This design comes from an exercise in tuning for small area on the open sky130 flow, not from production work. In this exercise RTL edits were held to simulation tests only and were not proved equivalent to the original. The flow treats the clock pin as an ideal source, which a real chip does not have. Power figures rest on the tool's default switching activity, not on a simulated workload.

===== standard.sh =====
#!/bin/bash
# synth_recipe.tcl (not shown) runs the flow's synth.tcl, then flattens the netlist and writes it again
# the make line also repeats each setting of config.mk as NAME=value (left out here)
make -C /OpenROAD-flow-scripts/flow DESIGN_CONFIG=/design/flow/config.mk WORK_HOME=/design/flow/orfs CLKGATE_MAP_FILE= SYNTH_SCRIPT=/design/flow/synth_recipe.tcl "${@:-finish}"

===== flow/downsize_clk.tcl =====
# Post-CTS: give each clock buffer the smallest clkbuf that keeps the slew at
# every pin its output drives within a limit (estimated from placement).
estimate_parasitics -placement
set clk_slew_limit 0.105
set clk_sizes {sky130_fd_sc_hd__clkbuf_2 sky130_fd_sc_hd__clkbuf_4 sky130_fd_sc_hd__clkbuf_8}
proc clk_out_slew {inst} {
  set worst 0.0
  foreach out [get_pins -of_objects $inst -filter "direction == output"] {
    foreach p [get_pins -of_objects [get_nets -of_objects $out] -filter "direction == input"] {
      set s [get_property $p slew_max]
      if {$s > $worst} { set worst $s }
    }
  }
  return $worst
}
set n_down 0
foreach inst [get_cells clkbuf_*] {
  set orig [get_property $inst ref_name]
  if {$orig != "sky130_fd_sc_hd__clkbuf_16"} { continue }
  foreach size $clk_sizes {
    replace_cell $inst $size
    if {[clk_out_slew $inst] <= $clk_slew_limit} { incr n_down; break }
    replace_cell $inst $orig
  }
}
puts "downsize_clk: $n_down clock buffers downsized"

===== config.mk =====
export PLATFORM = sky130hd
export DESIGN_NAME = fir_symm_tdm
export DESIGN_NICKNAME = fir_symm_tdm
export VERILOG_FILES = /design/flow/design.v
export SDC_FILE = /design/flow/constraint.sdc
export NUM_CORES = 4
export LEC_CHECK = 0
export ABC_AREA = 1
export CAP_MARGIN = 20
export CORE_MARGIN = 2
export CORE_UTILIZATION = 70
export SLEW_MARGIN = 20

===== design.v =====
package fir_pkg;
  localparam int unsigned DEF_DATA_W = 16;
  localparam int unsigned DEF_COEF_W = 18;
  localparam int unsigned DEF_TAPS   = 102;
  localparam int unsigned NDIG  = DEF_COEF_W / 2;
  localparam int unsigned ACC_W = 24;
endpackage
module fir_coef_ram #(
  parameter int unsigned DEPTH  = 4,
  parameter int unsigned COEF_W = 18,
  parameter int unsigned AW     = 2
) (
  input  logic              clk,
  input  logic              rst,
  input  logic              we,
  input  logic [AW-1:0]     waddr,
  input  logic [COEF_W-1:0] wdata,
  input  logic [AW-1:0]     ph_next,    
  output logic [COEF_W-1:0] head
);
  logic [DEPTH-1:0][COEF_W-1:0] mem_q;
  logic [AW:0]                  diff;
  logic [AW-1:0]                wslot;
  logic                         wvalid;
  logic [COEF_W-1:0]            wd;
  assign diff   = {1'b0, waddr} - {1'b0, ph_next};
  assign wslot  = diff[AW] ? AW'(diff[AW-1:0] + AW'(DEPTH)) : diff[AW-1:0];
  assign wvalid = we && (waddr < AW'(DEPTH));
  assign wd     = wdata & {COEF_W{!rst}};
  assign head   = mem_q[0];
  always_ff @(posedge clk) begin
    for (int unsigned i = 0; i < DEPTH; i++) begin
      if (rst || (wvalid && (wslot == AW'(i)))) mem_q[i] <= (i % 2 == 1) ? ~wd : wd;
      else if (i + 1 == DEPTH)                  mem_q[i] <= mem_q[0];
      else                                      mem_q[i] <= ~mem_q[i + 1];
    end
  end
endmodule
module fir_symm_tdm #(
  parameter int unsigned DATA_W    = fir_pkg::DEF_DATA_W,
  parameter int unsigned COEF_W    = fir_pkg::DEF_COEF_W,
  parameter int unsigned TAPS      = fir_pkg::DEF_TAPS,
  parameter int unsigned OUT_SHIFT = 16
) (
  input  logic                          clk,
  input  logic                          rst,
  input  logic                          clear,
  input  logic                          in_valid,
  output logic                          in_ready,
  input  logic [DATA_W-1:0]             in_data,
  input  logic                          coef_we,
  input  logic [5:0]                    coef_addr,
  input  logic [COEF_W-1:0]             coef_wdata,
  output logic                          out_valid,
  output logic [DATA_W-1:0]             out_data,
  output logic                          out_sat
);
  localparam int unsigned H     = TAPS / 2;
  localparam int unsigned AW    = 6;
  localparam int unsigned NDIG  = fir_pkg::NDIG;
  localparam int unsigned ACC_W = fir_pkg::ACC_W;
  localparam logic signed [ACC_W-1:0] RND_C = ACC_W'(1) << (OUT_SHIFT - 1);
  typedef enum logic [1:0] {
    ST_IDLE = 2'd0,
    ST_ZERO = 2'd1,
    ST_ADJ  = 2'd2,
    ST_PASS = 2'd3
  } state_e;
  state_e        st_q;
  logic [AW-1:0] ph_q, ph_d;    
  logic [3:0]    dig_q;         
  logic          out_valid_q;
  logic          accept;
  logic          ph_last;
  logic          len_a;         
  logic          ld_b;          
  logic          short_b;       
  assign ph_last  = (ph_q == AW'(H - 1));
  assign ph_d     = ph_last ? '0 : ph_q + AW'(1);
  assign in_ready = (st_q == ST_IDLE) && ph_last && !clear && !rst;
  assign accept   = in_valid && in_ready;
  assign len_a    = (st_q == ST_ADJ) && ((dig_q == '0) || (ph_q == '0));
  assign ld_b     = (st_q == ST_ZERO) || ((st_q == ST_ADJ) && (dig_q == '0) && ph_last);
  assign short_b  = (st_q == ST_ADJ) && (dig_q == '0) && (ph_q != '0);
  always_ff @(posedge clk or posedge rst) begin
    if (rst) begin
      st_q        <= ST_ZERO;
      ph_q        <= '0;
      dig_q       <= '0;
      out_valid_q <= 1'b0;
    end else begin
      ph_q        <= ph_d;
      out_valid_q <= 1'b0;
      if (clear) begin
        st_q  <= ST_ZERO;
        dig_q <= '0;
      end else begin
        case (st_q)
          ST_ZERO: begin
            if (ph_last) begin
              dig_q <= dig_q + 4'd1;
              if (dig_q == 4'd3) begin
                st_q  <= ST_IDLE;
                dig_q <= '0;
              end
            end
          end
          ST_IDLE: begin
            if (accept) st_q <= ST_ADJ;
          end
          ST_ADJ: begin
            if (ph_last) begin
              dig_q <= dig_q + 4'd1;
              if (dig_q == 4'd1) begin
                st_q  <= ST_PASS;
                dig_q <= '0;
              end
            end
          end
          default: begin   
            if (ph_last) begin
              dig_q <= dig_q + 4'd1;
              if (dig_q == 4'(NDIG - 1)) begin
                st_q        <= ST_IDLE;
                dig_q       <= '0;
                out_valid_q <= 1'b1;
              end
            end
          end
        endcase
      end
    end
  end
  logic [H-1:0][DATA_W-1:0] ra_q;
  logic [DATA_W-1:0]        xa_q;
  logic [H-2:0][DATA_W-1:0] rb_q;
  logic [DATA_W-1:0]        yb_q;
  logic [DATA_W-1:0]        a_in;
  always_comb begin
    if (st_q == ST_ZERO) a_in = '0;
    else if (len_a)      a_in = xa_q;
    else if (accept)     a_in = in_data;
    else                 a_in = ra_q[0];
  end
  always_ff @(posedge clk) begin
    for (int unsigned i = 0; i + 1 < H; i++) ra_q[i] <= ra_q[i+1];
    ra_q[H-1] <= a_in;
    xa_q      <= ra_q[0];
    for (int unsigned i = 0; i + 2 < H; i++) rb_q[i] <= rb_q[i+1];
    rb_q[H-2] <= short_b ? rb_q[0] : yb_q;
    yb_q      <= ld_b ? ra_q[1] : rb_q[0];
  end
  logic [COEF_W-1:0] c_head;
  logic [COEF_W:0]   coef_x;     
  logic [2:0]        bwin;
  fir_coef_ram #(
    .DEPTH  (H),
    .COEF_W (COEF_W),
    .AW     (AW)
  ) u_coef_ram (
    .clk     (clk),
    .rst     (rst),
    .we      (coef_we),
    .waddr   (coef_addr),
    .wdata   (coef_wdata),
    .ph_next (ph_d),
    .head    (c_head)
  );
  assign coef_x = {c_head, 1'b0};
  always_comb begin
    bwin = '0;
    for (int unsigned d = 0; d < NDIG; d++) begin
      if (dig_q == 4'(d)) bwin = coef_x[2*d +: 3];
    end
  end
  logic signed [DATA_W:0]   pre;
  logic                     b_neg, b_two, b_one;
  logic signed [DATA_W+1:0] pmag;
  logic signed [ACC_W-1:0]  acc_q, acc_src, acc_add;
  assign pre   = $signed({ra_q[0][DATA_W-1], ra_q[0]}) + $signed({rb_q[0][DATA_W-1], rb_q[0]});
  assign b_neg = bwin[2] && !(bwin[1] && bwin[0]);
  assign b_one = bwin[1] ^ bwin[0];
  assign b_two = (bwin == 3'b011) || (bwin == 3'b100);
  always_comb begin
    if (b_two)      pmag = {pre, 1'b0};
    else if (b_one) pmag = {pre[DATA_W], pre};
    else            pmag = '0;
    acc_add = ACC_W'(pmag) ^ {ACC_W{b_neg}};
    if (st_q != ST_PASS || (ph_q == '0 && dig_q == '0)) acc_src = RND_C;
    else if (ph_q == '0)                                acc_src = acc_q >>> 2;
    else                                                acc_src = acc_q;
  end
  always_ff @(posedge clk) begin
    acc_q <= acc_src + acc_add + ACC_W'(b_neg);
  end
  logic sat_hi, sat_lo;
  assign sat_hi    = !acc_q[ACC_W-1] && (acc_q[ACC_W-2:DATA_W-1] != '0);
  assign sat_lo    =  acc_q[ACC_W-1] && (acc_q[ACC_W-2:DATA_W-1] != '1);
  assign out_valid = out_valid_q;
  assign out_sat   = sat_hi || sat_lo;
  assign out_data  = sat_hi ? {1'b0, {(DATA_W-1){1'b1}}} :
                     sat_lo ? {1'b1, {(DATA_W-1){1'b0}}} : acc_q[DATA_W-1:0];
endmodule

===== flow/run.sh =====
#!/bin/bash
# The standard layout (standard.sh) with these changes:
#  - synthesis is the standard flow's own script, except that ABC maps the logic with
#    flow/abc_area.script, an area-only mapping (flip-flops are not touched);
#  - clock tree synthesis adds no dummy loads and clusters up to 30 flip-flops
#    within 55 um per leaf buffer;
#  - after clock tree synthesis, flow/downsize_clk.tcl gives each clock buffer
#    the smallest clkbuf that keeps the slew at the pins it drives within 105 ps;
#  - the port buffers are the smallest buffer cell.
# All tool output goes to standard_flow.log and to the ORFS logs under orfs/logs.
set -euo pipefail
work=$PWD
std=$(sed -n 's/.* SYNTH_SCRIPT=\([^ ]*\) .*/\1/p' standard.sh)
[[ -n "$std" ]]
cat > my_synth.tcl <<TCL
proc abc {args} {
  set i [lsearch -exact \$args -script]
  if {\$i >= 0} { lset args [expr {\$i + 1}] $work/flow/abc_area.script }
  yosys abc {*}\$args
}
source $std
TCL
sed "s# SYNTH_SCRIPT=[^ ]* # SYNTH_SCRIPT=$work/my_synth.tcl #" standard.sh > my_standard.sh
grep -q "SYNTH_SCRIPT=$work/my_synth.tcl" my_standard.sh
export CTS_ARGS="-sink_clustering_enable -repair_clock_nets -dont_use_dummy_load -sink_clustering_size 30 -sink_clustering_max_diameter 55"
export POST_CTS_TCL="$work/flow/downsize_clk.tcl"
export BUFFER_PORTS_ARGS="-buffer_cell sky130_fd_sc_hd__buf_1"
bash my_standard.sh > standard_flow.log 2>&1

===== flow/abc_area.script =====
strash;dch;map -a;amap

===== constraint.sdc =====
create_clock -name core_clock -period 12.0 [get_ports {clk}]
set_input_delay 2.4000 -clock core_clock [delete_from_list [all_inputs] [get_ports {clk}]]
set_output_delay 2.4000 -clock core_clock [all_outputs]
set_load 0.01 [all_outputs]

==> impl_metrics.yaml, run 1 <==
sta:
  period_needed_ns: 7.26
  rsz0062_at_grt: "false"
  hold_ws_ns: 0.265
  slew_headroom_pct: 18.2
  finalCritPeriodShare_pct: 60.5
  hold_viol: 0
  finalClockSkew_ns: 0.0719
  slew_viol_final: 0
  fin_tns_setup_ns: 0
  clock.fmax_mhz: 138
  setup_viol: 0
  tightest_slew_ns: 1.22
setup_path:
  critical-path-top-delay-family: "compound AO/OA/AOI/OAI gates"
  cp.arrival_ns: 7.90
  path_buf_inv: 7
  crit_top_cell: "clkinv_1"
  start_kind: "input pin"
  cp_max_fo: 19
  cp_cell_sequence: "buf_1 > clkinv_1 > ha_1 > clkinv_1 > fa_1 > a21oi_1 > o21bai_1 > a21oi_1 > nor2_1 > nor2_1 > clkinv_1 > o21ai_0 > clkinv_1 > nor2_1 > clkinv_1 > or3_1 > o21ai_2 > clkinv_1 > o22ai_1"
  cp_slowest_cell: "o21ai_0"
  cp_data_required_time_ns: 12.64
  crit_type: "in -> reg"
  cp_slowest_stage_delay_ns: 0.70
  end_kind: "flop"
logic_synthesis:
  async_reset_ff_share_pct: 0.499
  ys_seq_area_share_pct: 82.8
  ys_warn_count: 2
  synth_edf_count: 0
  ys_types: 48
  synth_ff_type: "dfxtp_1"
  ys_ff_latch: 2603
  syn_area_mm2: 0.0630
  synth_area_leader_cell: "dfxtp_1"
  synth_cells: 4421
  syn_avg_cell_area_um2: 14.2
  synth.net_count: 4525
  yosysTopAreaCellShare_pct: 82.3
  yosys-top-cells-area: "dfxtp_1, o22ai_1, clkinv_1"
  synth_common_cells: "dfxtp_1, o22ai_1, clkinv_1"
  yosys.cell_count.top_type: "dfxtp_1"
cts:
  clkSinkCount: 2603
  clock_latency_ns: 0.77
  clkTransAtPathRegs_ns: 0.10
  cts_tree: "built"
layout:
  fin_util_pct: 76.2
  nNetsFinal: 4812
  stdcell_count: 5886
  stdcell_area_mm2: 0.0683
  layout-drive-gt1-share_pct: 5.48
  synthToLayoutAreaGrowth_pct: 8.44
  fillCellCount: 5524
placed_design:
  gp_congestion: 0.904
  postPlaceCellArea_mm2: 0.0654
  dp_cells: 5743
  hpwlAfterDp_mm: 71.2
  port-buffer-count: 63
detailed_routing:
  firstDrtPassIters: 5
  routed_via_density: 5.83
  initialDrtViolationCount: 2782
  routed_wl_mm: 128
  drc_errors: 0
  postRouteAntennaNets: 0
  vias: 34300
  routedWlPerCell_um: 21.7
floorplanning:
  dieArea_mm2: 0.0924
  chipWidth_um: 304
  ios: 64
  core_area_mm2: 0.0896
  start_util_pct: 70.3
  die_h_um: 304
  rows: 110
power:
  vdd_drop_max_v: 0.000182
  power.density_mw_per_mm2: 226
  leakage_nw: 26.5
job:
  max-cap-violations: 0
grt:
  grt_pass1_vias: 33400
  grt_usage_pct: 27.4
  gr-total-overflow: 0
  antenna_found_initial: 4
  grt_pass1_wl_mm: 195
  grt_max_degree: 36
hold_path:
  min_path_type: "reg -> reg"
status:
  status: "complete, no violations"
## report_power, final
part           internal (mW)  leakage (nW)  switching [mW]  total (mW)
clock network           1.68          1.44            2.42        4.10
registers               9.29          21.4           0.227        9.51
logic                  0.645          3.61            1.17        1.82
## registers in the layout (all words and copies together), names as in the netlist, 4 cells and up
name	count
xa_q	16
dig_q	4
u_coef_ram.mem_q	918
rb_q	800
ph_q	6
acc_q	24
yb_q	16
ra_q	816
## worst paths after layout
| kind | slack, ns | to | from | cells after the start |
|---|---|---|---|---|
| worst max-delay path | 4.74 | u_coef_ram.mem_q[305] | coef_addr[0] | 19 |
| worst min-delay path | 0.27 | rb_q[756] | rb_q[772] | 0 |
| worst max register to register | 4.92 | acc_q[22] | dig_q[0] | 34 |
| worst min register to register | 0.27 | rb_q[756] | rb_q[772] | 0 |
| max in group asynchronous | 9.74 | st_q[0] | rst | 2 |
| min in group asynchronous | 1.92 | out_valid_q | rst | 2 |
## layout by cell type (no fill, tap or decap), drive strengths merged, types with 2 or more instances in the layout
master | netlist | final
nand4 | 12 | 12
buf | 1 | 147
o31ai | 7 | 7
o22a | 12 | 12
nor2 | 135 | 135
nand3 | 12 | 12
nor2b | 3 | 3
fa | 3 | 3
o21bai | 3 | 3
a21o | 7 | 7
and2 | 2 | 2
or2 | 18 | 18
ha | 56 | 56
a211oi | 2 | 2
nand2 | 80 | 80
a221oi | 8 | 8
a21oi | 47 | 47
o221a | 3 | 3
clkinv | 210 | 206
o22ai | 909 | 909
dfrtp | 12 | 12
nand3b | 3 | 3
a22o | 30 | 30
a32oi | 2 | 2
a31oi | 13 | 13
or3 | 5 | 5
a22oi | 40 | 40
nor3 | 10 | 10
o21a | 23 | 23
a311oi | 2 | 2
clkbuf | 0 | 139
dfxtp | 2590 | 2590
diode | 0 | 4
o32a | 4 | 4
o221ai | 20 | 20
o21ai | 119 | 119
nor4 | 5 | 5
inv | 0 | 4
## logic make-up after synthesis
| logic type | after synthesis | share of synthesized area (%) |
|---|---|---|
| buffers and inverters | 211 | 1.26 |
| AO/OA/AOI/OAI | 1259 | 12.7 |
| flip-flops | 2603 | 82.8 |
| adder cells (fa/ha/maj) | 59 | 1.21 |
| XOR/XNOR | 2 | 0.0278 |
| AND/OR/NAND/NOR | 287 | 1.96 |
## per-stage QoR
stage,power (mW),setup WS (ns)
5_1_grt,16.1,4.15
3_5_place_dp,11.5,3.56
6_report,15.4,4.74
3_3_place_gp,11.4,3.84
2_1_floorplan,10.9,3.03
## layer usage
metal / share of wire (%) / up-vias / global-route usage (%)
li1: - / 16300 / -
met1: 45 / 16400 / 39.5
met2: 44 / 1345 / 41.7
met3: 7.1 / 305 / 4.83
met4: 3.7 / 0 / 10.8
met5: 0 / - / 0
## final cells by class
class / instances / area (µm²) / share of cell area [%]
Antenna cell: 4 / 10.0 / 0.0147
Clock buffer: 139 / 2870 / 4.21
Inverter: 210 / 790 / 1.16
Multi-Input combinational cell: 1607 / 10100 / 14.8
Sequential cell: 2603 / 52200 / 76.4
Tap cell: 1176 / 1470 / 2.15
Timing Repair Buffer: 147 / 867 / 1.27
## worst reg2reg max path: cells and delay by family, from the launching register on
family	cells	cell delay [ns]
flops	1	0.41
fa+ha+maj	2	0.54
simple gates	10	1.86
compound gates	14	3.20
buf+inv	8	0.99
==> run 2, diff against run 1 <==
--- a/flow/run.sh
+++ b/flow/run.sh
@@ -2,8 +2,8 @@
 # The standard layout (standard.sh) with these changes:
 #  - synthesis is the standard flow's own script, except that ABC maps the logic with
 #    flow/abc_area.script, an area-only mapping (flip-flops are not touched);
-#  - clock tree synthesis adds no dummy loads and clusters up to 30 flip-flops
-#    within 55 um per leaf buffer;
+#  - clock tree synthesis adds no dummy loads and clusters up to 32 flip-flops
+#    within 60 um per leaf buffer;
 #  - after clock tree synthesis, flow/downsize_clk.tcl gives each clock buffer
 #    the smallest clkbuf that keeps the slew at the pins it drives within 105 ps;
 #  - the port buffers are the smallest buffer cell.
@@ -22,7 +22,7 @@
 TCL
 sed "s# SYNTH_SCRIPT=[^ ]* # SYNTH_SCRIPT=$work/my_synth.tcl #" standard.sh > my_standard.sh
 grep -q "SYNTH_SCRIPT=$work/my_synth.tcl" my_standard.sh
-export CTS_ARGS="-sink_clustering_enable -repair_clock_nets -dont_use_dummy_load -sink_clustering_size 30 -sink_clustering_max_diameter 55"
+export CTS_ARGS="-sink_clustering_enable -repair_clock_nets -dont_use_dummy_load -sink_clustering_size 32 -sink_clustering_max_diameter 60"
 export POST_CTS_TCL="$work/flow/downsize_clk.tcl"
 export BUFFER_PORTS_ARGS="-buffer_cell sky130_fd_sc_hd__buf_1"
 bash my_standard.sh > standard_flow.log 2>&1
==> run 2 against run 1 <==
  * Worst hold slack lost 0.0035 ns
  * Via count decreased by 0.98%
  * Non-clock buffer count is the same
  * Largest cell class unchanged
  * Synthesized cell count unchanged
  * Cell count shrank 0.41%
  * Highest routed layer is now met5
  * Flip-flop and latch count unchanged
  * Critical path type unchanged
==> impl_metrics.yaml, run 2 <==
logic_synthesis:
  synth.net_count: 4525
  async_reset_ff_share_pct: 0.499
  synth_ff_type: "dfxtp_1"
  ys_ff_latch: 2603
  ys_warn_count: 2
  syn_avg_cell_area_um2: 14.2
  yosysTopAreaCellShare_pct: 82.3
  synth_area_leader_cell: "dfxtp_1"
  yosys-top-cells-area: "dfxtp_1, o22ai_1, clkinv_1"
  ys_types: 48
  synth_common_cells: "dfxtp_1, o22ai_1, clkinv_1"
  synth_cells: 4421
  synth_edf_count: 0
  syn_area_mm2: 0.0630
  ys_seq_area_share_pct: 82.8
  yosys.cell_count.top_type: "dfxtp_1"
detailed_routing:
  initialDrtViolationCount: 2723
  routed_wl_mm: 127
  firstDrtPassIters: 6
  postRouteAntennaNets: 0
  routedWlPerCell_um: 21.6
  routed_via_density: 5.79
  vias: 34000
  drc_errors: 0
sta:
  tightest_slew_ns: 1.12
  clock.fmax_mhz: 137
  finalClockSkew_ns: 0.0905
  finalCritPeriodShare_pct: 60.9
  slew_viol_final: 0
  fin_tns_setup_ns: 0
  period_needed_ns: 7.31
  slew_headroom_pct: 24.9
  hold_viol: 0
  setup_viol: 0
  rsz0062_at_grt: "false"
setup_path:
  end_kind: "flop"
  crit_type: "in -> reg"
  cp.arrival_ns: 7.90
  start_kind: "input pin"
  cp_data_required_time_ns: 12.59
  cp_max_fo: 19
layout:
  nNetsFinal: 4791
  reg_top3: "u_coef_ram.mem_q: 918 flops, ra_q: 816 flops, rb_q: 800 flops"
  largest_reg_flops: 918
  fin_util_pct: 76.0
  synthToLayoutAreaGrowth_pct: 8.09
  final_common_cell: "dfxtp_1"
  regMostFlops: "u_coef_ram.mem_q"
  layout-drive-gt1-share_pct: 5.08
  final_cell_mix: "dfxtp_1, o22ai_1, clkinv_1"
  stdcell_area_mm2: 0.0681
power:
  p_sw_mw: 3.77
  clockPowerShare_pct: 25.9
  power.density_mw_per_mm2: 224
  leakage_nw: 26.3
  p_seq_share_pct: 62.3
  power_frac_comb_pct: 11.8
  power_mw: 15.3
  p_sw_share_pct: 24.7
  p_int_mw: 11.5
  vdd_drop_max_v: 0.000186
floorplanning:
  die_h_um: 304
  ios: 64
  dieArea_mm2: 0.0924
  core_area_mm2: 0.0896
  start_util_pct: 70.3
  rows: 110
  chipWidth_um: 304
status:
  status: "complete, no violations"
placed_design:
  postPlaceCellArea_mm2: 0.0654
  port-buffer-count: 63
  gp_congestion: 0.904
  hpwlAfterDp_mm: 71.2
cts:
  cts_tree: "built"
  clkTransAtPathRegs_ns: 0.10
  clock_latency_ns: 0.73
  clkSinkCount: 2603
job:
  max-cap-violations: 0
grt:
  grt_max_degree: 36
  grt_pass1_wl_mm: 193
  gr-total-overflow: 0
  grt_pass1_vias: 32800
  grt_usage_pct: 27.0
  antenna_found_initial: 2
hold_path:
  min_path_type: "reg -> reg"
run 2: changes by cell type in the layout (fill, tap and decap cells not counted), sizes merged:
cell / previous run / this run
clkbuf: 139 / 118
diode: 4 / 1
run 2: kinds of logic after synthesis:
family / count (synthesis) / synth area share [%]
buffers and inverters: 211 / 1.26
flip-flops: 2603 / 82.8
AND/OR/NAND/NOR: 287 / 1.96
XOR/XNOR: 2 / 0.0278
AO/OA/AOI/OAI: 1259 / 12.7
adder cells (fa/ha/maj): 59 / 1.21
run 2: cell type report:
cell class	instances	area [µm²]
inverters	210	790
diodes	1	2.50
multi-input cells	1607	10100
repair buffers	147	867
clock buffers	118	2660
fillers	5612	21500
flip-flops and latches	2603	52200
well taps	1176	1470
run 2: final timing paths:
check / startpoint / endpoint / slack, ns / depth (start not counted)
setup / recovery: coef_addr[0] / u_coef_ram.mem_q[305] / 4.69 / 19
hold / removal: rb_q[789] / rb_q[773] / 0.26 / 0
setup reg to reg: dig_q[0] / acc_q[22] / 4.88 / 34
hold reg to reg: rb_q[789] / rb_q[773] / 0.26 / 0
max in group asynchronous: rst / st_q[0] / 9.72 / 2
min in group asynchronous: rst / st_q[1] / 1.96 / 2
run 2: critical path, stage by stage:
cell      delay (ns)
buf_1           0.12
clkinv_1        0.06
ha_1            0.14
clkinv_1        0.08
fa_1            0.42
a21oi_1         0.16
o21bai_1        0.11
a21oi_1         0.16
nor2_1          0.05
nor2_1          0.35
clkinv_1        0.25
o21ai_0         0.70
clkinv_1        0.31
nor2_1          0.32
clkinv_1        0.12
or3_1           0.43
o21ai_2         0.66
clkinv_1        0.66
o22ai_1         0.39
run 2: layer usage:
| layer | global-route usage, % | share of wire [%] |
|---|---|---|
| met1 | 39.3 | 46 |
| met2 | 41.1 | 44 |
| met3 | 4.50 | 6.7 |
| met4 | 9.79 | 3.9 |
| met5 | 0 | 0.0079 |
run 2: power by group through the flow:
stage                     clock, mW  sequential (mW)  combinational [mW]
after detailed placement          0             9.69                1.77
after global routing           4.30             9.56                2.02
final                          3.95             9.51                1.81
after global placement            0             9.69                1.74
after floorplan                   0             9.60                1.30
run 2: through the flow:
| step | hold slack (ns) | worst slack [ns] | cells |
|---|---|---|---|
| after floorplan | 0.310 | 3.03 | 4421 |
| after global placement | 0.309 | 3.84 | 5742 |
| after detailed placement | 0.312 | 3.56 | 5743 |
| after global routing | 0.252 | 4.13 | 5861 |
| final | 0.262 | 4.69 | 5862 |
==> run 3, diff against run 2 <==
--- a/flow/run.sh
+++ b/flow/run.sh
@@ -5,7 +5,7 @@
 #  - clock tree synthesis adds no dummy loads and clusters up to 32 flip-flops
 #    within 60 um per leaf buffer;
 #  - after clock tree synthesis, flow/downsize_clk.tcl gives each clock buffer
-#    the smallest clkbuf that keeps the slew at the pins it drives within 105 ps;
+#    the smallest clkbuf that keeps the slew at the pins it drives within 100 ps;
 #  - the port buffers are the smallest buffer cell.
 # All tool output goes to standard_flow.log and to the ORFS logs under orfs/logs.
 set -euo pipefail
--- a/flow/downsize_clk.tcl
+++ b/flow/downsize_clk.tcl
@@ -1,8 +1,8 @@
 # Post-CTS: give each clock buffer the smallest clkbuf that keeps the slew at
 # every pin its output drives within a limit (estimated from placement).
 estimate_parasitics -placement
-set clk_slew_limit 0.105
-set clk_sizes {sky130_fd_sc_hd__clkbuf_2 sky130_fd_sc_hd__clkbuf_4 sky130_fd_sc_hd__clkbuf_8}
+set clk_slew_limit 0.100
+set clk_sizes {sky130_fd_sc_hd__clkbuf_4 sky130_fd_sc_hd__clkbuf_8}
 proc clk_out_slew {inst} {
   set worst 0.0
   foreach out [get_pins -of_objects $inst -filter "direction == output"] {
==> run 3 against run 2 <==
  * Via count about the same
  * Maximum frequency decreased by 0.79%
  * Synthesized cell count unchanged
  * Utilization increased by 0.053 points
  * Sequential share of layout area fell by 0.053 points
  * Final area about the same
  * Global-route usage unchanged
  * Critical path type unchanged
  * Largest power group unchanged
==> impl_metrics.yaml, run 3 <==
detailed_routing:
  routedWlPerCell_um: 21.6
  vias: 34000
  firstDrtPassIters: 5
  postRouteAntennaNets: 0
  drc_errors: 0
  routed_wl_mm: 127
  initialDrtViolationCount: 2934
  routed_via_density: 5.80
logic_synthesis:
  syn_avg_cell_area_um2: 14.2
  async_reset_ff_share_pct: 0.499
  synth_ff_type: "dfxtp_1"
  synth_edf_count: 0
  synth_common_cells: "dfxtp_1, o22ai_1, clkinv_1"
  ys_seq_area_share_pct: 82.8
  synth_cells: 4421
  synth_area_leader_cell: "dfxtp_1"
  ys_ff_latch: 2603
  synth.net_count: 4525
  syn_area_mm2: 0.0630
  yosys.cell_count.top_type: "dfxtp_1"
  yosys-top-cells-area: "dfxtp_1, o22ai_1, clkinv_1"
  ys_types: 48
  yosysTopAreaCellShare_pct: 82.3
  ys_warn_count: 2
grt:
  gr-total-overflow: 0
  grt_max_degree: 36
  grt_usage_pct: 27.0
  grt_pass1_vias: 32800
  grt_pass1_wl_mm: 193
  antenna_found_initial: 2
floorplanning:
  die_h_um: 304
  ios: 64
  chipWidth_um: 304
  start_util_pct: 70.3
  dieArea_mm2: 0.0924
  rows: 110
  core_area_mm2: 0.0896
cts:
  cts_tree: "built"
  clkSinkCount: 2603
  clock_latency_ns: 0.73
  clkTransAtPathRegs_ns: 0.10
sta:
  setup_viol: 0
  fin_tns_setup_ns: 0
  rsz0062_at_grt: "false"
  fin_ws_ns: 4.64
  tightest_slew_ns: 1.12
  hold_ws_ns: 0.259
  period_needed_ns: 7.36
  slew_viol_final: 0
  clock.fmax_mhz: 136
  hold_viol: 0
  finalCritPeriodShare_pct: 61.4
  slew_headroom_pct: 24.9
  finalClockSkew_ns: 0.0900
setup_path:
  start_kind: "input pin"
  crit_type: "in -> reg"
  cp.arrival_ns: 7.96
  r2r_cells: 34
  cp_data_required_time_ns: 12.60
  r2r_start: "dig_q[0]"
  rr_endpoint: "acc_q[22]"
  r2r_slack_ns: 4.92
  cp_max_fo: 19
  end_kind: "flop"
layout:
  final_common_cell: "dfxtp_1"
  final_cell_mix: "dfxtp_1, o22ai_1, clkinv_1"
  multi_input_area_mm2: 0.0101
  nNetsFinal: 4791
  stdcell_area_mm2: 0.0681
  seq_area_mm2: 0.0522
  synthToLayoutAreaGrowth_pct: 8.17
  layout-drive-gt1-share_pct: 5.08
  reg_top3: "u_coef_ram.mem_q: 918 flops, ra_q: 816 flops, rb_q: 800 flops"
  largest_reg_flops: 918
  regMostFlops: "u_coef_ram.mem_q"
  fillCellCount: 5609
power:
  vdd_drop_max_v: 0.000186
  power.density_mw_per_mm2: 225
  leakage_nw: 26.4
  power_mw: 15.3
hold_path:
  hold_start: "rb_q[789]"
  min_path_type: "reg -> reg"
  worstHoldEndpoint: "rb_q[773]"
  hold_path_depth: 0
status:
  status: "complete, no violations"
job:
  max-cap-violations: 0
placed_design:
  pre_cts_ws_ns: 3.56
  port-buffer-count: 63
  postPlaceCellArea_mm2: 0.0654
  hpwlAfterDp_mm: 71.2
  gp_congestion: 0.904
## run 3: cell counts after synthesis
Identical to the previous run, type by type.
## run 3: worst max path at each step
stage | start | to | cells past startpoint | slack [ns]
2_1_floorplan | ph_q[0] | acc_q[22] | 27 | 3.03
3_3_place_gp | coef_addr[0] | u_coef_ram.mem_q[43] | 19 | 3.84
3_5_place_dp | coef_addr[0] | u_coef_ram.mem_q[305] | 19 | 3.56
5_1_grt | dig_q[1] | acc_q[22] | 34 | 4.16
6_report | coef_addr[0] | u_coef_ram.mem_q[305] | 19 | 4.64
## run 3: area by class of cell
type                       instances  area share [%]
timing repair buffer             147            1.27
inverter                         210            1.16
multi-input combinational       1607            14.9
tap                             1176            2.16
clock buffer                     118            3.97
sequential                      2603            76.6
antenna                            1         0.00367
## run 3: power breakdown
| group | internal, mW | total [mW] | leakage, nW | switching (mW) |
|---|---|---|---|---|
| clock | 1.60 | 3.99 | 1.34 | 2.39 |
| sequential | 9.29 | 9.51 | 21.4 | 0.224 |
| combinational | 0.645 | 1.81 | 3.61 | 1.17 |
## run 3: per-stage QoR
step | utilization, % | instances
finish | 76.0 | 5862
global route | 76.0 | 5861
detailed placement | 73.0 | 5743
global placement | 73.0 | 5742
floorplan | - | 4421
## run 3: logic make-up after synthesis
family / count (synthesis) / synth area share (%)
compound gates: 1259 / 12.7
xor+xnor: 2 / 0.0278
fa+ha+maj: 59 / 1.21
buf+inv: 211 / 1.26
flops: 2603 / 82.8
simple gates: 287 / 1.96
## run 3: critical path: stages
cell,delay (ns)
buf_1,0.12
clkinv_1,0.06
ha_1,0.14
clkinv_1,0.09
fa_1,0.42
a21oi_1,0.16
o21bai_1,0.11
a21oi_1,0.16
nor2_1,0.05
nor2_1,0.35
clkinv_1,0.26
o21ai_0,0.73
clkinv_1,0.31
nor2_1,0.32
clkinv_1,0.12
or3_1,0.43
o21ai_2,0.67
clkinv_1,0.67
o22ai_1,0.39
## run 3: routing by layer
metal  vias up  GRT usage, %  part of all wire, %
li1      16200             -                    -
met1     16300          39.3                   46
met2      1176          41.1                   44
met3       285          4.50                  6.4
met4         2          9.79                  3.8
met5         -             0               0.0079
==> run 4, diff against run 3 <==
--- a/design.v
+++ b/design.v
@@ -132,20 +132,19 @@
     end
   end
   logic [H-1:0][DATA_W-1:0] ra_q;
-  logic [DATA_W-1:0]        xa_q;
+  logic [DATA_W-1:0]        xa;        
   logic [H-2:0][DATA_W-1:0] rb_q;
   logic [DATA_W-1:0]        yb_q;
   logic [DATA_W-1:0]        a_in;
   always_comb begin
     if (st_q == ST_ZERO) a_in = '0;
-    else if (len_a)      a_in = xa_q;
+    else if (len_a)      a_in = xa;
     else if (accept)     a_in = in_data;
     else                 a_in = ra_q[0];
   end
   always_ff @(posedge clk) begin
     for (int unsigned i = 0; i + 1 < H; i++) ra_q[i] <= ra_q[i+1];
     ra_q[H-1] <= a_in;
-    xa_q      <= ra_q[0];
     for (int unsigned i = 0; i + 2 < H; i++) rb_q[i] <= rb_q[i+1];
     rb_q[H-2] <= short_b ? rb_q[0] : yb_q;
     yb_q      <= ld_b ? ra_q[1] : rb_q[0];
@@ -170,7 +169,7 @@
   always_comb begin
     bwin = '0;
     for (int unsigned d = 0; d < NDIG; d++) begin
-      if (dig_q == 4'(d)) bwin = coef_x[2*d +: 3];
+      if (st_q == ST_PASS && dig_q == 4'(d)) bwin = coef_x[2*d +: 3];
     end
   end
   logic signed [DATA_W:0]   pre;
@@ -186,13 +185,15 @@
     else if (b_one) pmag = {pre[DATA_W], pre};
     else            pmag = '0;
     acc_add = ACC_W'(pmag) ^ {ACC_W{b_neg}};
-    if (st_q != ST_PASS || (ph_q == '0 && dig_q == '0)) acc_src = RND_C;
-    else if (ph_q == '0)                                acc_src = acc_q >>> 2;
-    else                                                acc_src = acc_q;
+    if (st_q != ST_PASS)                   acc_src = ACC_W'(ra_q[0]);
+    else if (ph_q == '0 && dig_q == '0)    acc_src = RND_C;
+    else if (ph_q == '0)                   acc_src = acc_q >>> 2;
+    else                                   acc_src = acc_q;
   end
   always_ff @(posedge clk) begin
     acc_q <= acc_src + acc_add + ACC_W'(b_neg);
   end
+  assign xa = acc_q[DATA_W-1:0];
   logic sat_hi, sat_lo;
   assign sat_hi    = !acc_q[ACC_W-1] && (acc_q[ACC_W-2:DATA_W-1] != '0);
   assign sat_lo    =  acc_q[ACC_W-1] && (acc_q[ACC_W-2:DATA_W-1] != '1);
--- a/flow/run.sh
+++ b/flow/run.sh
@@ -5,7 +5,7 @@
 #  - clock tree synthesis adds no dummy loads and clusters up to 32 flip-flops
 #    within 60 um per leaf buffer;
 #  - after clock tree synthesis, flow/downsize_clk.tcl gives each clock buffer
-#    the smallest clkbuf that keeps the slew at the pins it drives within 100 ps;
+#    the smallest clkbuf that keeps the slew at the pins it drives within 105 ps;
 #  - the port buffers are the smallest buffer cell.
 # All tool output goes to standard_flow.log and to the ORFS logs under orfs/logs.
 set -euo pipefail
--- a/flow/downsize_clk.tcl
+++ b/flow/downsize_clk.tcl
@@ -1,8 +1,8 @@
 # Post-CTS: give each clock buffer the smallest clkbuf that keeps the slew at
 # every pin its output drives within a limit (estimated from placement).
 estimate_parasitics -placement
-set clk_slew_limit 0.100
-set clk_sizes {sky130_fd_sc_hd__clkbuf_4 sky130_fd_sc_hd__clkbuf_8}
+set clk_slew_limit 0.105
+set clk_sizes {sky130_fd_sc_hd__clkbuf_2 sky130_fd_sc_hd__clkbuf_4 sky130_fd_sc_hd__clkbuf_8}
 proc clk_out_slew {inst} {
   set worst 0.0
   foreach out [get_pins -of_objects $inst -filter "direction == output"] {
==> run 4 against run 3 <==
  * Count of clock-buffer cells in the layout is 1 lower
  * Total power fell by 6.3%
  * Critical path depth increased by 15
  * Largest cell class unchanged
  * Highest routed layer unchanged
==> impl_metrics.yaml, run 4 <==
status:
  status: "complete, no violations"
layout:
  final_cell_mix: "dfxtp_1, o22ai_1, clkinv_1"
  regMostFlops: "u_coef_ram.mem_q"
  layout-drive-gt1-share_pct: 4.99
  reg_top3: "u_coef_ram.mem_q: 918 flops, ra_q: 816 flops, rb_q: 800 flops"
  final_common_cell: "dfxtp_1"
  largest_reg_flops: 918
  stdcell_count: 5838
  nNetsFinal: 4782
  synthToLayoutAreaGrowth_pct: 8.23
  fin_util_pct: 76.6
  antenna_cells: 0
logic_synthesis:
  synth-compound-area-share_pct: 12.8
  yosys.area_share.adder_pct: 1.27
  syn_area_mm2: 0.0627
  yosys-mux-area-fraction_pct: 0
  synthXorXnorAreaFrac_pct: 0
  synth_top_family_by_area: "compound AO/OA/AOI/OAI gates"
  ys_ff_latch: 2587
  synthSimpleGateAreaFrac_pct: 1.96
  ys_warn_count: 2
  ys_types: 43
  async_reset_ff_share_pct: 0.503
  yosys-top-cells-area: "dfxtp_1, o22ai_1, clkinv_1"
  yosysTopAreaCellShare_pct: 82.2
  synth.net_count: 4509
  synth_edf_count: 0
  yosys.cell_count.top_type: "dfxtp_1"
  ys_seq_area_share_pct: 82.8
  synth_cells: 4402
  synth_common_cells: "dfxtp_1, o22ai_1, clkinv_1"
  synth_ff_type: "dfxtp_1"
  synth_area_leader_cell: "dfxtp_1"
  syn_avg_cell_area_um2: 14.2
detailed_routing:
  vias: 33700
  initialDrtViolationCount: 3047
  routedWlPerCell_um: 21.3
  routed_wl_mm: 125
  drc_errors: 0
  routed_via_density: 5.76
  firstDrtPassIters: 5
  postRouteAntennaNets: 0
hold_path:
  worstHoldEndpoint: "rb_q[714]"
  hold_start: "rb_q[730]"
  hold_path_depth: 0
  min_path_type: "reg -> reg"
sta:
  hold_ws_ns: 0.276
  period_needed_ns: 7.92
  finalClockSkew_ns: 0.0968
  rsz0062_at_grt: "false"
  finalCritPeriodShare_pct: 66.0
  slew_headroom_pct: 35.1
  fin_tns_setup_ns: 0
  clock.fmax_mhz: 126
  hold_viol: 0
  tightest_slew_ns: 0.968
  slew_viol_final: 0
  setup_viol: 0
grt:
  grt_pass1_wl_mm: 188
  grt_max_degree: 70
  antenna_found_initial: 3
  grt_usage_pct: 26.8
  grt_pass1_vias: 32000
  gr-total-overflow: 0
floorplanning:
  core_area_mm2: 0.0885
  chipWidth_um: 303
  start_util_pct: 70.8
  rows: 109
  ios: 64
  die_h_um: 303
  dieArea_mm2: 0.0919
power:
  leakage_nw: 26.3
  power.density_mw_per_mm2: 212
  vdd_drop_max_v: 0.000179
  power_mw: 14.4
placed_design:
  port-buffer-count: 63
  hpwlAfterDp_mm: 71.9
  gp_congestion: 0.889
  dp_cells: 5720
setup_path:
  path_buf_inv: 9
  start_kind: "flop"
  cp_max_fo: 18
  cp_slowest_stage_delay_ns: 0.56
  r2r_cells: 34
  r2r_start: "st_q[0]"
  cp_data_required_time_ns: 12.57
  crit_type: "reg -> reg"
  cp.depth: 34
  critical-path-top-delay-family: "compound AO/OA/AOI/OAI gates"
  end_kind: "flop"
  cp_slowest_cell: "dfstp_2"
  crit_top_cell: "clkinv_1"
  rr_endpoint: "acc_q[22]"
  r2r_slack_ns: 4.08
  cp.arrival_ns: 8.49
cts:
  clkSinkCount: 2587
  clkTransAtPathRegs_ns: 0.09
  cts_tree: "built"
  clock_latency_ns: 0.74
job:
  max-cap-violations: 0
run 4: changes by cell type after synthesis, moves of 16 or more:
| cell | before | now |
|---|---|---|
| o21ai_0 | 119 | 147 |
| nand2_1 | 80 | 108 |
| dfxtp_1 | 2590 | 2574 |
| a21oi_1 | 47 | 31 |
| nor2_1 | 135 | 101 |
run 4: area by class of cell:
| class | count | area [µm²] |
|---|---|---|
| inverter | 197 | 741 |
| timing repair buffer | 155 | 967 |
| multi-input combinational | 1617 | 10100 |
| tap | 1165 | 1460 |
| sequential | 2587 | 51900 |
| clock buffer | 117 | 2670 |
| fill | 5263 | 20700 |
run 4: worst reg2reg max path: cells and delay by family, from the launching register on:
kind	cells	cell delay (ns)
compound gates	20	3.82
fa+ha+maj	3	1.00
flops	1	0.56
simple gates	2	0.84
buf+inv	9	1.63
run 4: how the worst max path moves through the flow:
stage,from,endpoint,slack (ns)
2_1_floorplan,ph_q[0],acc_q[22],3.32
3_3_place_gp,st_q[0],acc_q[22],4.34
3_5_place_dp,st_q[0],acc_q[22],4.23
5_1_grt,st_q[0],acc_q[22],3.07
6_report,st_q[0],acc_q[22],4.08
run 4: through the flow:
stage / worst slack [ns] / area (µm²)
after floorplan: 3.32 / 62700
after global placement: 4.34 / 65100
after detailed placement: 4.23 / 65100
after global routing: 3.07 / 67800
final: 4.08 / 67800
run 4: cells by family after synthesis:
kind of cell	Yosys count
fa+ha+maj	62
buf+inv	198
simple gates	282
flops	2587
compound gates	1273
run 4: power breakdown:
part / internal [mW] / leakage, nW / switching [mW]
Clock: 1.57 / 1.32 / 2.37
Sequential: 9.14 / 21.3 / 0.186
Combinational: 0.362 / 3.74 / 0.720
run 4: routing by layer:
layer	GRT usage, %	wire, µm
met1	39.5	58200
met4	7.44	3320
met2	41.3	55300
met5	0	7
met3	4.42	7750
==> run 5, diff against run 4 <==
--- a/flow/run.sh
+++ b/flow/run.sh
@@ -3,7 +3,7 @@
 #  - synthesis is the standard flow's own script, except that ABC maps the logic with
 #    flow/abc_area.script, an area-only mapping (flip-flops are not touched);
 #  - clock tree synthesis adds no dummy loads and clusters up to 32 flip-flops
-#    within 60 um per leaf buffer;
+#    within 80 um per leaf buffer;
 #  - after clock tree synthesis, flow/downsize_clk.tcl gives each clock buffer
 #    the smallest clkbuf that keeps the slew at the pins it drives within 105 ps;
 #  - the port buffers are the smallest buffer cell.
@@ -22,7 +22,7 @@
 TCL
 sed "s# SYNTH_SCRIPT=[^ ]* # SYNTH_SCRIPT=$work/my_synth.tcl #" standard.sh > my_standard.sh
 grep -q "SYNTH_SCRIPT=$work/my_synth.tcl" my_standard.sh
-export CTS_ARGS="-sink_clustering_enable -repair_clock_nets -dont_use_dummy_load -sink_clustering_size 32 -sink_clustering_max_diameter 60"
+export CTS_ARGS="-sink_clustering_enable -repair_clock_nets -dont_use_dummy_load -sink_clustering_size 32 -sink_clustering_max_diameter 80"
 export POST_CTS_TCL="$work/flow/downsize_clk.tcl"
 export BUFFER_PORTS_ARGS="-buffer_cell sky130_fd_sc_hd__buf_1"
 bash my_standard.sh > standard_flow.log 2>&1
==> run 5 against run 4 <==
  * Sequential share of layout area increased by 0.44 points
  * Combinational power about the same
  * First-iteration DRC count decreased by 1.1%
  * Worst hold slack improved by 0.026 ns
  * Utilization decreased by 0.43 points
  * Synthesized cell count unchanged
  * Via count decreased by 0.40%
  * Maximum frequency about the same
  * Count of clock-buffer cells in the layout decreased by 25
  * Largest cell class unchanged
  * Die area unchanged
  * Still clean
  * Critical path type unchanged
  * Clock skew decreased by 0.030 ns
==> impl_metrics.yaml, run 5 <==
status:
  status: "complete, no violations"
layout:
  regMostFlops: "u_coef_ram.mem_q"
  layout-drive-gt1-share_pct: 4.48
  final_cell_mix: "dfxtp_1, o22ai_1, clkinv_1"
  nNetsFinal: 4757
  largest_reg_flops: 918
  reg_top3: "u_coef_ram.mem_q: 918 flops, ra_q: 816 flops, rb_q: 800 flops"
  final_common_cell: "dfxtp_1"
  synthToLayoutAreaGrowth_pct: 7.62
  stdcell_count: 5817
  stdcell_area_mm2: 0.0674
logic_synthesis:
  ys_types: 43
  syn_avg_cell_area_um2: 14.2
  yosys.cell_count.top_type: "dfxtp_1"
  synth_ff_type: "dfxtp_1"
  synth.net_count: 4509
  synth_area_leader_cell: "dfxtp_1"
  ys_warn_count: 2
  async_reset_ff_share_pct: 0.503
  yosysTopAreaCellShare_pct: 82.2
  syn_area_mm2: 0.0627
  ys_seq_area_share_pct: 82.8
  synth_cells: 4402
  synth_edf_count: 0
  synth_common_cells: "dfxtp_1, o22ai_1, clkinv_1"
  yosys-top-cells-area: "dfxtp_1, o22ai_1, clkinv_1"
  ys_ff_latch: 2587
sta:
  tightest_slew_ns: 1.06
  fin_tns_setup_ns: 0
  finalCritPeriodShare_pct: 65.9
  period_needed_ns: 7.91
  setup_viol: 0
  slew_headroom_pct: 28.7
  rsz0062_at_grt: "false"
  clock.fmax_mhz: 126
  slew_viol_final: 0
  finalClockSkew_ns: 0.0667
  hold_viol: 0
power:
  p_sw_share_pct: 22.9
  p_sw_mw: 3.23
  power_frac_comb_pct: 7.7
  p_int_mw: 10.9
  leakage_nw: 26.1
  clockPowerShare_pct: 26.2
  p_seq_share_pct: 66.1
  vdd_drop_max_v: 0.000175
  power.density_mw_per_mm2: 209
grt:
  gr-total-overflow: 0
  grt_max_degree: 70
  grt_pass1_vias: 31700
  antenna_found_initial: 4
  grt_pass1_wl_mm: 187
  grt_usage_pct: 26.6
setup_path:
  start_kind: "flop"
  cp_slowest_stage_delay_ns: 0.57
  cp_data_required_time_ns: 12.61
  cp_max_fo: 18
  crit_type: "reg -> reg"
  end_kind: "flop"
  crit_top_cell: "clkinv_1"
  cp.arrival_ns: 8.53
  cp_slowest_cell: "dfstp_2"
placed_design:
  port-buffer-count: 63
  gp_congestion: 0.889
  hpwlAfterDp_mm: 71.9
  postPlaceCellArea_mm2: 0.0651
  dp_cells: 5720
hold_path:
  min_path_type: "reg -> reg"
detailed_routing:
  routedWlPerCell_um: 21.3
  firstDrtPassIters: 8
  routed_wl_mm: 124
  routed_via_density: 5.76
  vias: 33500
  postRouteAntennaNets: 0
  initialDrtViolationCount: 3012
  drc_errors: 0
floorplanning:
  start_util_pct: 70.8
  chipWidth_um: 303
  die_h_um: 303
  rows: 109
  core_area_mm2: 0.0885
  ios: 64
  dieArea_mm2: 0.0919
job:
  max-cap-violations: 0
cts:
  clock_latency_ns: 0.70
  clkTransAtPathRegs_ns: 0.11
  clkSinkCount: 2587
  cts_tree: "built"
-- run 5: cell counts after synthesis --
No cell type changed its count.
-- run 5: path summary, 6_finish.rpt --
check                                from   endpoint  slack, ns  depth (start not counted)
worst max-delay path              st_q[0]  acc_q[22]       4.09                         35
worst min-delay path            rb_q[134]  rb_q[118]       0.30                          0
worst max register to register    st_q[0]  acc_q[22]       4.09                         35
worst min register to register  rb_q[134]  rb_q[118]       0.30                          0
max in group asynchronous             rst   dig_q[3]       9.01                          3
min in group asynchronous             rst   dig_q[0]       1.75                          2
-- run 5: metrics by stage --
step / setup WS (ns) / utilization, % / hold WS (ns) / power [mW]
2_1_floorplan: 3.32 / - / 0.310 / 10.1
3_3_place_gp: 4.34 / 73.5 / 0.309 / 10.5
3_5_place_dp: 4.23 / 73.6 / 0.312 / 10.6
5_1_grt: 3.03 / 76.2 / 0.313 / 14.6
6_report: 4.09 / 76.2 / 0.302 / 14.1
-- run 5: final cells by class --
class | count | area (µm²)
sequential | 2587 | 51900
fill | 5326 | 21100
multi-input combinational | 1617 | 10100
clock buffer | 92 | 2270
tap | 1165 | 1460
timing repair buffer | 155 | 967
inverter | 197 | 741
antenna | 4 | 10.0
-- run 5: logic make-up (layout without fill, tap and decap cells) --
family                   after synthesis  count (layout)  synth area share [%]
AND/OR/NAND/NOR                      282             282                  1.96
adder cells (fa/ha/maj)               62              62                  1.27
buffers and inverters                198             444                  1.19
AO/OA/AOI/OAI                       1273            1273                  12.8
other                                  0               4                     0
flip-flops                          2587            2587                  82.8
-- run 5: layer usage --
layer,share of wire (%),global-route usage [%]
met2,44,41.1
met4,2.7,7.13
met1,47,39.5
met3,6.3,4.14
met5,0.0056,0
-- run 5: power by group through the flow --
stage	sequential [mW]	combinational, mW	clock [mW]
after floorplan	9.44	0.713	0
after global placement	9.50	1.04	0
after detailed placement	9.50	1.06	0
after global routing	9.37	1.19	4.01
final	9.32	1.08	3.69
-- run 5: worst max-delay path: cells and delay by family, from the launching register on --
kind            cells  cell delay (ns)
compound gates     20             3.74
fa+ha+maj           3             1.01
buf+inv             9             1.64
flops               1             0.57
simple gates        3             0.92
==> run 6, diff against run 5 <==
--- a/flow/run.sh
+++ b/flow/run.sh
@@ -2,8 +2,8 @@
 # The standard layout (standard.sh) with these changes:
 #  - synthesis is the standard flow's own script, except that ABC maps the logic with
 #    flow/abc_area.script, an area-only mapping (flip-flops are not touched);
-#  - clock tree synthesis adds no dummy loads and clusters up to 32 flip-flops
-#    within 80 um per leaf buffer;
+#  - clock tree synthesis adds no dummy loads and clusters up to 34 flip-flops
+#    within 60 um per leaf buffer;
 #  - after clock tree synthesis, flow/downsize_clk.tcl gives each clock buffer
 #    the smallest clkbuf that keeps the slew at the pins it drives within 105 ps;
 #  - the port buffers are the smallest buffer cell.
@@ -22,7 +22,7 @@
 TCL
 sed "s# SYNTH_SCRIPT=[^ ]* # SYNTH_SCRIPT=$work/my_synth.tcl #" standard.sh > my_standard.sh
 grep -q "SYNTH_SCRIPT=$work/my_synth.tcl" my_standard.sh
-export CTS_ARGS="-sink_clustering_enable -repair_clock_nets -dont_use_dummy_load -sink_clustering_size 32 -sink_clustering_max_diameter 80"
+export CTS_ARGS="-sink_clustering_enable -repair_clock_nets -dont_use_dummy_load -sink_clustering_size 34 -sink_clustering_max_diameter 60"
 export POST_CTS_TCL="$work/flow/downsize_clk.tcl"
 export BUFFER_PORTS_ARGS="-buffer_cell sky130_fd_sc_hd__buf_1"
 bash my_standard.sh > standard_flow.log 2>&1
==> run 6 against run 5 <==
  * Maximum frequency shrank 0.52%
  * Utilization grew 0.42 points
  * First-iteration DRC count grew 3.9%
  * Sequential power about the same
  * Critical path type unchanged
  * Critical endpoint unchanged
  * Largest cell class unchanged
  * Largest power group unchanged
==> impl_metrics.yaml, run 6 <==
layout:
  layout-drive-gt1-share_pct: 4.99
  regMostFlops: "u_coef_ram.mem_q"
  largest_reg_flops: 918
  final_cell_mix: "dfxtp_1, o22ai_1, clkinv_1"
  final_common_cell: "dfxtp_1"
  stdcell_count: 5839
  synthToLayoutAreaGrowth_pct: 8.22
  nNetsFinal: 4782
  reg_top3: "u_coef_ram.mem_q: 918 flops, ra_q: 816 flops, rb_q: 800 flops"
  fillCellCount: 5275
setup_path:
  r2r_cells: 35
  start_kind: "flop"
  r2r_slack_ns: 4.05
  r2r_start: "st_q[0]"
  cp_slowest_cell: "clkinv_1"
  cp_slowest_stage_delay_ns: 0.58
  cp.arrival_ns: 8.55
  cp_data_required_time_ns: 12.60
  crit_type: "reg -> reg"
  end_kind: "flop"
  cp_max_fo: 18
  crit_top_cell: "clkinv_1"
  rr_endpoint: "acc_q[22]"
  critical-path-top-delay-family: "compound AO/OA/AOI/OAI gates"
  path_buf_inv: 9
power:
  power.density_mw_per_mm2: 212
  p_int_mw: 11.1
  p_sw_share_pct: 23.0
  clockPowerShare_pct: 27.5
  p_sw_mw: 3.30
  power_frac_comb_pct: 7.6
  vdd_drop_max_v: 0.000169
  leakage_nw: 26.3
  p_seq_share_pct: 64.9
logic_synthesis:
  yosys.cell_count.top_type: "dfxtp_1"
  synth_edf_count: 0
  synth_cells: 4402
  synth_common_cells: "dfxtp_1, o22ai_1, clkinv_1"
  ys_warn_count: 2
  ys_ff_latch: 2587
  syn_area_mm2: 0.0627
  ys_types: 43
  async_reset_ff_share_pct: 0.503
  synth_area_leader_cell: "dfxtp_1"
  synth.net_count: 4509
  ys_seq_area_share_pct: 82.8
  synth_ff_type: "dfxtp_1"
  yosys-top-cells-area: "dfxtp_1, o22ai_1, clkinv_1"
  syn_avg_cell_area_um2: 14.2
  yosysTopAreaCellShare_pct: 82.2
placed_design:
  dp_cells: 5720
  hpwlAfterDp_mm: 71.9
  port-buffer-count: 63
  pre_cts_ws_ns: 4.23
  gp_congestion: 0.889
grt:
  met2_usage_pct: 41.7
  grt_most_used_layer: "met2"
  grt_pass1_vias: 32200
  antenna_found_initial: 2
  grt_pass1_wl_mm: 189
  met3_usage_pct: 4.25
  grt_max_degree: 70
  gr-total-overflow: 0
  grt_use_met1_pct: 39.8
  grt_usage_pct: 26.8
cts:
  cts_tree: "built"
  clock_latency_ns: 0.75
  clkSinkCount: 2587
  clkTransAtPathRegs_ns: 0.11
detailed_routing:
  postRouteAntennaNets: 0
  vias: 33800
  drc_errors: 0
  firstDrtPassIters: 7
  routed_via_density: 5.79
  initialDrtViolationCount: 3130
  routed_wl_mm: 125
  routedWlPerCell_um: 21.4
hold_path:
  worstHoldEndpoint: "ra_q[238]"
  hold_path_depth: 0
  min_path_type: "reg -> reg"
  hold_start: "ra_q[254]"
sta:
  tightest_slew_ns: 0.983
  hold_viol: 0
  clock.fmax_mhz: 126
  period_needed_ns: 7.95
  slew_headroom_pct: 34.3
  fin_ws_ns: 4.05
  finalClockSkew_ns: 0.104
  fin_tns_setup_ns: 0
  slew_viol_final: 0
  setup_viol: 0
  finalCritPeriodShare_pct: 66.3
  rsz0062_at_grt: "false"
floorplanning:
  rows: 109
  ios: 64
  dieArea_mm2: 0.0919
  core_area_mm2: 0.0885
  chipWidth_um: 303
  start_util_pct: 70.8
  die_h_um: 303
status:
  status: "complete, no violations"
job:
  max-cap-violations: 0
==> run 6: changes by cell type in the layout (fill, tap and decap cells not counted), sizes merged <==
cell	previous run	this run
clkbuf	92	117
diode	4	1
==> run 6: power groups by stage <==
stage	registers, mW	clock network (mW)	logic [mW]
3_3_place_gp	9.50	0	1.04
3_5_place_dp	9.50	0	1.06
6_report	9.32	3.95	1.09
5_1_grt	9.37	4.28	1.19
2_1_floorplan	9.44	0	0.713
==> run 6: cell families (layout without fill, tap and decap cells) <==
family	after synthesis	after routing	synth area share, %
simple gates	282	282	1.96
compound gates	1273	1273	12.8
other cells	0	1	0
flops	2587	2587	82.8
fa+ha+maj	62	62	1.27
buf+inv	198	469	1.19
==> run 6: worst max-delay path by stage <==
stage / slack [ns] / cells past startpoint / from / endpoint
after floorplan: 3.32 / 27 / ph_q[0] / acc_q[22]
after global placement: 4.34 / 35 / st_q[0] / acc_q[22]
after detailed placement: 4.23 / 34 / st_q[0] / acc_q[22]
after global routing: 2.99 / 36 / st_q[0] / acc_q[22]
final: 4.05 / 35 / st_q[0] / acc_q[22]
==> run 6: stage by stage <==
step	area [µm²]	utilization [%]	power (mW)	hold WS (ns)
6_report	67800	76.6	14.4	0.269
5_1_grt	67800	76.6	14.8	0.267
3_5_place_dp	65100	73.6	10.6	0.312
3_3_place_gp	65100	73.5	10.5	0.309
2_1_floorplan	62700	-	10.1	0.310
==> run 6: layer usage <==
metal	wire length, µm	vias up
met5	0	-
met4	2940	0
met3	7980	197
met2	56000	1130
met1	58300	16300
li1	-	16200
==> run 6: cell type report <==
type	instances	area (µm²)	share of cell area, %
clock buffer	117	2660	3.92
tap	1165	1460	2.15
timing repair buffer	155	967	1.43
antenna	1	2.50	0.00369
multi-input combinational	1617	10100	14.9
sequential	2587	51900	76.5
inverter	197	741	1.09
==> run 7, diff against run 6 <==
--- a/flow/run.sh
+++ b/flow/run.sh
@@ -2,8 +2,8 @@
 # The standard layout (standard.sh) with these changes:
 #  - synthesis is the standard flow's own script, except that ABC maps the logic with
 #    flow/abc_area.script, an area-only mapping (flip-flops are not touched);
-#  - clock tree synthesis adds no dummy loads and clusters up to 34 flip-flops
-#    within 60 um per leaf buffer;
+#  - clock tree synthesis adds no dummy loads and clusters up to 30 flip-flops
+#    within 80 um per leaf buffer;
 #  - after clock tree synthesis, flow/downsize_clk.tcl gives each clock buffer
 #    the smallest clkbuf that keeps the slew at the pins it drives within 105 ps;
 #  - the port buffers are the smallest buffer cell.
@@ -22,7 +22,7 @@
 TCL
 sed "s# SYNTH_SCRIPT=[^ ]* # SYNTH_SCRIPT=$work/my_synth.tcl #" standard.sh > my_standard.sh
 grep -q "SYNTH_SCRIPT=$work/my_synth.tcl" my_standard.sh
-export CTS_ARGS="-sink_clustering_enable -repair_clock_nets -dont_use_dummy_load -sink_clustering_size 34 -sink_clustering_max_diameter 60"
+export CTS_ARGS="-sink_clustering_enable -repair_clock_nets -dont_use_dummy_load -sink_clustering_size 30 -sink_clustering_max_diameter 80"
 export POST_CTS_TCL="$work/flow/downsize_clk.tcl"
 export BUFFER_PORTS_ARGS="-buffer_cell sky130_fd_sc_hd__buf_1"
 bash my_standard.sh > standard_flow.log 2>&1
==> run 7 against run 6 <==
  * Global-route usage fell by 0.20 points
  * Clock power fell by 4%
  * Worst hold slack improved by 0.023 ns
  * Flip-flop and latch count did not move
  * Wire length fell by 0.61%
  * Final area fell by 0.36%
  * Critical endpoint unchanged
==> impl_metrics.yaml, run 7 <==
status:
  status: "complete, no violations"
sta:
  hold_viol: 0
  setup_viol: 0
  fin_tns_setup_ns: 0
  clock.fmax_mhz: 126
  slew_headroom_pct: 27.7
  finalClockSkew_ns: 0.0651
  period_needed_ns: 7.93
  rsz0062_at_grt: "false"
  slew_viol_final: 0
  finalCritPeriodShare_pct: 66.1
  tightest_slew_ns: 1.07
power:
  vdd_drop_max_v: 0.000187
  power.density_mw_per_mm2: 210
  leakage_nw: 26.2
detailed_routing:
  initialDrtViolationCount: 3036
  routed_via_density: 5.77
  drc_errors: 0
  routedWlPerCell_um: 21.4
  vias: 33600
  postRouteAntennaNets: 0
  routed_wl_mm: 124
  firstDrtPassIters: 6
logic_synthesis:
  yosys.cell_count.top_type: "dfxtp_1"
  synth_common_cells: "dfxtp_1, o22ai_1, clkinv_1"
  synth.net_count: 4509
  synth_edf_count: 0
  yosys-top-cells-area: "dfxtp_1, o22ai_1, clkinv_1"
  ys_seq_area_share_pct: 82.8
  synth_ff_type: "dfxtp_1"
  synth_area_leader_cell: "dfxtp_1"
  synth_cells: 4402
  async_reset_ff_share_pct: 0.503
  ys_ff_latch: 2587
  syn_avg_cell_area_um2: 14.2
  syn_area_mm2: 0.0627
  ys_types: 43
  yosysTopAreaCellShare_pct: 82.2
  ys_warn_count: 2
layout:
  synthToLayoutAreaGrowth_pct: 7.83
  final_common_cell: "dfxtp_1"
  fin_util_pct: 76.3
  fillCellCount: 5279
  reg_top3: "u_coef_ram.mem_q: 918 flops, ra_q: 816 flops, rb_q: 800 flops"
  regMostFlops: "u_coef_ram.mem_q"
  final_cell_mix: "dfxtp_1, o22ai_1, clkinv_1"
  seq_area_mm2: 0.0519
  multi_input_area_mm2: 0.0101
  nNetsFinal: 4762
  layout-drive-gt1-share_pct: 4.58
  largest_reg_flops: 918
cts:
  clkTransAtPathRegs_ns: 0.11
  clkSinkCount: 2587
  cts_tree: "built"
  clock_latency_ns: 0.72
setup_path:
  crit_top_cell: "clkinv_1"
  path_buf_inv: 9
  cp_data_required_time_ns: 12.61
  rr_endpoint: "acc_q[22]"
  cp_slowest_stage_delay_ns: 0.57
  cp.arrival_ns: 8.54
  start_kind: "flop"
  r2r_slack_ns: 4.07
  cp_max_fo: 18
  cp_slowest_cell: "dfstp_2"
  critical-path-top-delay-family: "compound AO/OA/AOI/OAI gates"
  crit_type: "reg -> reg"
  r2r_cells: 35
  end_kind: "flop"
  r2r_start: "st_q[0]"
grt:
  grt_usage_pct: 26.6
  antenna_found_initial: 4
  grt_max_degree: 70
  gr-total-overflow: 0
  grt_pass1_wl_mm: 188
  grt_pass1_vias: 31700
hold_path:
  min_path_type: "reg -> reg"
  worstHoldEndpoint: "rb_q[3]"
  hold_start: "rb_q[19]"
  hold_path_depth: 0
placed_design:
  port-buffer-count: 63
  hpwlAfterDp_mm: 71.9
  gp_congestion: 0.889
floorplanning:
  rows: 109
  core_area_mm2: 0.0885
  start_util_pct: 70.8
  dieArea_mm2: 0.0919
  chipWidth_um: 303
  ios: 64
  die_h_um: 303
job:
  max-cap-violations: 0
==> run 7: cell count changes in the layout (fill, tap and decap cells not counted) <==
cell / previous run / this run
o21ai_1: 43 / 42
clkbuf_4: 2 / 0
diode_2: 1 / 3
clkbuf_16: 94 / 95
clkbuf_8: 21 / 2
o21ai_0: 97 / 98
==> run 7: layout make-up <==
type	instances	share of cell area, %
sequential	2587	76.8
multi-input combinational	1617	15.0
clock buffer	97	3.56
tap	1165	2.16
timing repair buffer	155	1.43
inverter	197	1.10
antenna	3	0.0111
==> run 7: where the power goes <==
| part | internal (mW) | switching (mW) |
|---|---|---|
| Clock | 1.44 | 2.35 |
| Combinational | 0.362 | 0.720 |
| Sequential | 9.14 | 0.185 |
==> run 7: kinds of logic (layout without fill, tap and decap cells) <==
kind of cell / count (synthesis) / count (layout) / synth area share [%]
flops: 2587 / 2587 / 82.8
compound gates: 1273 / 1273 / 12.8
simple gates: 282 / 282 / 1.96
buf+inv: 198 / 449 / 1.19
fa+ha+maj: 62 / 62 / 1.27
other cells: 0 / 3 / 0
==> run 7: through the flow <==
stage                     hold slack (ns)  setup WS (ns)  cells  cell area (µm²)  power (mW)
after floorplan                     0.310           3.32   4402            62700        10.1
after global placement              0.309           4.34   5719            65100        10.5
after detailed placement            0.312           4.23   5720            65100        10.6
after global routing                0.293           3.00   5818            67600        14.7
final                               0.292           4.07   5821            67600        14.2
==> run 7: worst max-delay path by stage <==
stage / slack [ns] / cells past startpoint / startpoint / end
floorplan: 3.32 / 27 / ph_q[0] / acc_q[22]
global placement: 4.34 / 35 / st_q[0] / acc_q[22]
finish: 4.07 / 35 / st_q[0] / acc_q[22]
global route: 3.00 / 36 / st_q[0] / acc_q[22]
detailed placement: 4.23 / 34 / st_q[0] / acc_q[22]
==> run 7: metal layers <==
layer	part of all wire (%)	track usage, %	up-vias
met4	2.5	7.05	2
met5	0.0056	0	-
met3	6.1	4.19	208
li1	-	-	16100
met1	47	39.8	16200
met2	44	41.0	1040

separate check: timing with driven ports:
In the flow no input, the clock included, has a driving cell. The finished layouts below were timed again as built, in two steps.
Step 1 (the two cells are an assumption about what drives the block):
set clk [get_ports {clk}]
set_driving_cell -lib_cell sky130_fd_sc_hd__clkbuf_16 $clk
set_driving_cell -lib_cell sky130_fd_sc_hd__buf_2 [delete_from_list [all_inputs] $clk]
Step 2 also shifts input and output timing later by t, the mid clock arrival at the registers, as if the neighbouring blocks saw the same clock.
Three values: no drivers, after step 1, after step 2; two values: the first two.
| run | shift t [ns] | setup WS [ns] | worst hold slack (ns) | latest minus earliest clock arrival (ns) |
|---|---|---|---|---|
| run 1 | 0.801 | 4.741 / 4.781 / 3.979 | 0.265 / 0.265 / 0.265 | 0.080 / 0.079 |
| run 2 | 0.763 | 4.694 / 4.741 / 3.978 | 0.262 / 0.262 / 0.262 | 0.091 / 0.092 |
| run 3 | 0.764 | 4.636 / 4.685 / 3.920 | 0.259 / 0.259 / 0.259 | 0.090 / 0.091 |
| run 4 | 0.766 | 4.079 / 4.079 / 4.079 | 0.276 / 0.276 / 0.276 | 0.097 / 0.097 |
| run 5 | 0.740 | 4.086 / 4.086 / 4.086 | 0.302 / 0.302 / 0.302 | 0.080 / 0.080 |
| run 6 | 0.768 | 4.045 / 4.045 / 4.045 | 0.269 / 0.269 / 0.269 | 0.105 / 0.105 |
| run 7 | 0.768 | 4.070 / 4.070 / 4.070 | 0.292 / 0.292 / 0.292 | 0.070 / 0.071 |
After both steps setup and hold are still met in every run listed. For run 1, which loses most, drivers alone change the setup slack by +0.040 ns; drivers and shift together by -0.762 ns.
